Context: an optimization exercise on an open-source flow, tuned for small area, a short achievable clock period and few clock cycles per item. The choices shown serve that exercise and are no tape-out recipe.
The RTL was checked by simulation tests, not by an equivalence proof against the original design.
Power figures rest on the tool's default switching activity, not on a simulated workload.

## oak
Design sorted_priority_queue, start of the top module:
module sorted_priority_queue #(
  parameter int unsigned DEPTH = 32
) (
  input  logic                                   clk_i,
  input  logic                                   rst_ni,
  input  logic                                   in_valid_i,
  output logic                                   in_stall_o,
  input  logic [spq_pkg::CmdW-1:0]               cmd_i,
  input  logic signed [spq_pkg::ValW-1:0]        value_i,
  output logic                                   out_valid_o,
  input  logic                                   out_stall_i,
  output logic [spq_pkg::StatusW-1:0]            status_o,
  output logic signed [spq_pkg::ValW-1:0]        entry_o,
  output logic                                   last_o
);
Size: roughly 8400 cells after synthesis, ~1200 flip-flops, roughly 73000 sq um of cells after synthesis.
Settings: LEC_CHECK=0, CAP_MARGIN=20, CELL_PAD_IN_SITES_DETAIL_PLACEMENT=1, CORE_MARGIN=2, CORE_UTILIZATION=50, CTS_CLUSTER_DIAMETER=70, CTS_CLUSTER_SIZE=24, SLEW_MARGIN=20; clock period 10.0 ns.
standard.sh (not shown) runs the stock make flow with config.mk's settings and CLKGATE_MAP_FILE= SYNTH_SCRIPT=/design/flow/synth_recipe.tcl, a recipe that flattens the netlist after the stock synthesis.
==> flow/flow/run.sh <==
#!/bin/bash
set -euo pipefail
bash standard.sh SETUP_SLACK_MARGIN=6.8 finish > standard_flow.log 2>&1
Testbench counts of oak, summed over its fixed seeds: cycles 45,569, items 24,000.
Inputs modified between oak and birch:
--- a/flow/design.v
+++ b/flow/design.v
@@ -62,13 +62,13 @@
     else     go2_f = s2v && !outfull;
   endfunction
   logic [W-1:0]       vals [DEPTH];
   logic [DEPTH-1:0]   sel_l, sel_r, sel_n;
   logic                        s1_v_q;
   logic [spq_pkg::CmdW-1:0]    s1_cmd_q;
-  logic [W-1:0]                s1_valn_q, s1_val;    
+  logic [W-1:0]                s1_val_q;
   logic                        s2_v_q, ins_q, del_q, lst_q;
   logic [spq_pkg::StatusW-1:0] st_q;
   logic [W-1:0]                s2_val_q;
   logic [DEPTH-1:0]            t_q;
   logic [RcW-1:0]              rc_q;
   logic                        lword_q, plast_q;
@@ -139,26 +139,25 @@
   logic s1_go, acc;
   logic [CntW-1:0] cnt_d;
   logic [DEPTH-1:0] le_c, eq_c, le_n, occ_c, occ_d, mask, t_n;
   logic vv_le, vv_eq, any_n, full_d, empty_d;
   logic ins_n, del_n, lst_n;
   logic [spq_pkg::StatusW-1:0] st_n;
-  assign s1_val = ~s1_valn_q;
   assign s1_go = s1_v_q && (!s2_v_q || go2);
   assign acc   = in_valid_i && !in_stall_q;
   assign cnt_d = ins_go ? cnt_q + 1'b1 : (del_go ? cnt_q - 1'b1 : cnt_q);
   always_comb begin
     for (int i = 0; i < DEPTH; i++) begin
-      le_c[i]  = ({!vals[i][W-1], vals[i][W-2:0]} <= {!s1_val[W-1], s1_val[W-2:0]});
-      eq_c[i]  = (vals[i] == s1_val);
+      le_c[i]  = ({!vals[i][W-1], vals[i][W-2:0]} <= {!s1_val_q[W-1], s1_val_q[W-2:0]});
+      eq_c[i]  = (vals[i] == s1_val_q);
       occ_c[i] = (CntW'(i) < cnt_q);
       occ_d[i] = (CntW'(i) < cnt_d);
     end
   end
-  assign vv_le = ({!s2_val_q[W-1], s2_val_q[W-2:0]} <= {!s1_val[W-1], s1_val[W-2:0]});
-  assign vv_eq = (s2_val_q == s1_val);
+  assign vv_le = ({!s2_val_q[W-1], s2_val_q[W-2:0]} <= {!s1_val_q[W-1], s1_val_q[W-2:0]});
+  assign vv_eq = (s2_val_q == s1_val_q);
   always_comb begin
     for (int i = 0; i < DEPTH; i++) begin
       le_n[i] = le_c[i];
       if (sel_l[i]) begin
         le_n[i] = le_c[(i + DEPTH - 1) % DEPTH];
       end else if (sel_r[i]) begin
@@ -246,16 +245,16 @@
       in_stall_q <= in_stall_d;
     end
   end
   always_ff @(posedge clk_i) begin
     if (acc) begin
       s1_cmd_q <= cmd_i;
-      s1_valn_q <= ~value_i;
+      s1_val_q <= value_i;
     end
     if (s1_go) begin
-      s2_val_q <= s1_val;
+      s2_val_q <= s1_val_q;
       st_q     <= st_n;
       t_q      <= t_n;
     end
     hd_v_q        <= rst_ni && hd_v_d;
     in_stall_po_q <= rst_ni && in_stall_d;
     hd_st_q <= ({spq_pkg::StatusW{from_sk}} & sk_st_q)
### Flow results
birch: PASS, flow complete, no timing, DRC or antenna violations. oak ran to completion and came out clean on the timing, DRC and antenna checks. Hold buffer count at cts across oak and birch: no real change. Cmp birch vs oak: maximum cell stage delay along the critical path higher in birch. Compared birch vs oak, and pin count of the biggest net entering global routing is up in birch. Final area (birch over oak): increase, 3.8%. In the metrics for oak and birch, the one carrying the higher final period demand of the worst path is birch. Cmp oak and birch / number of antenna violations at the first check in global routing / higher: birch. Worst IR drop on VDD for birch: 7.8% up relative to oak. From oak to birch the numbers moved as follows: setup slack went down 130 ps, total power went up, maximum frequency decreased by 10 MHz relative to the old numbers, post-synthesis share of cell area spent on and, or, nand and nor gates now sits lower, final clock period utilization by the worst path climbed 1.3 points.
Testbench counts of birch, summed over its fixed seeds: cycles 45,569, items 24,000.

[separate check: timing with driven ports]
How much do the figures lean on ideal ports? The routed layouts below were timed once more, with nothing changed but the port constraints.
Step 1 assumes that a clkbuf_16 drives the clock port and a buf_2 every other input.
Step 2 also shifts input and output timing later by t, the mid clock arrival at the registers, as if the neighbouring blocks saw the same clock.
a / b / c = ideal / step 1 / step 2; a / b = the first two.
| run | t, ns | setup slack, ns | worst setup path after step 2 | latest minus earliest clock arrival (ns) |
|---|---|---|---|---|
| oak | 0.851 | 6.506 / 6.506 / 6.187 | input to register | 0.062 / 0.061 |
| birch | 0.865 | 6.380 / 6.380 / 6.068 | input to register | 0.046 / 0.046 |
After both steps every run listed still meets setup and hold. The setup slack of oak, which loses most, moves by 0.000 ns with the drivers and by -0.319 ns with both steps.
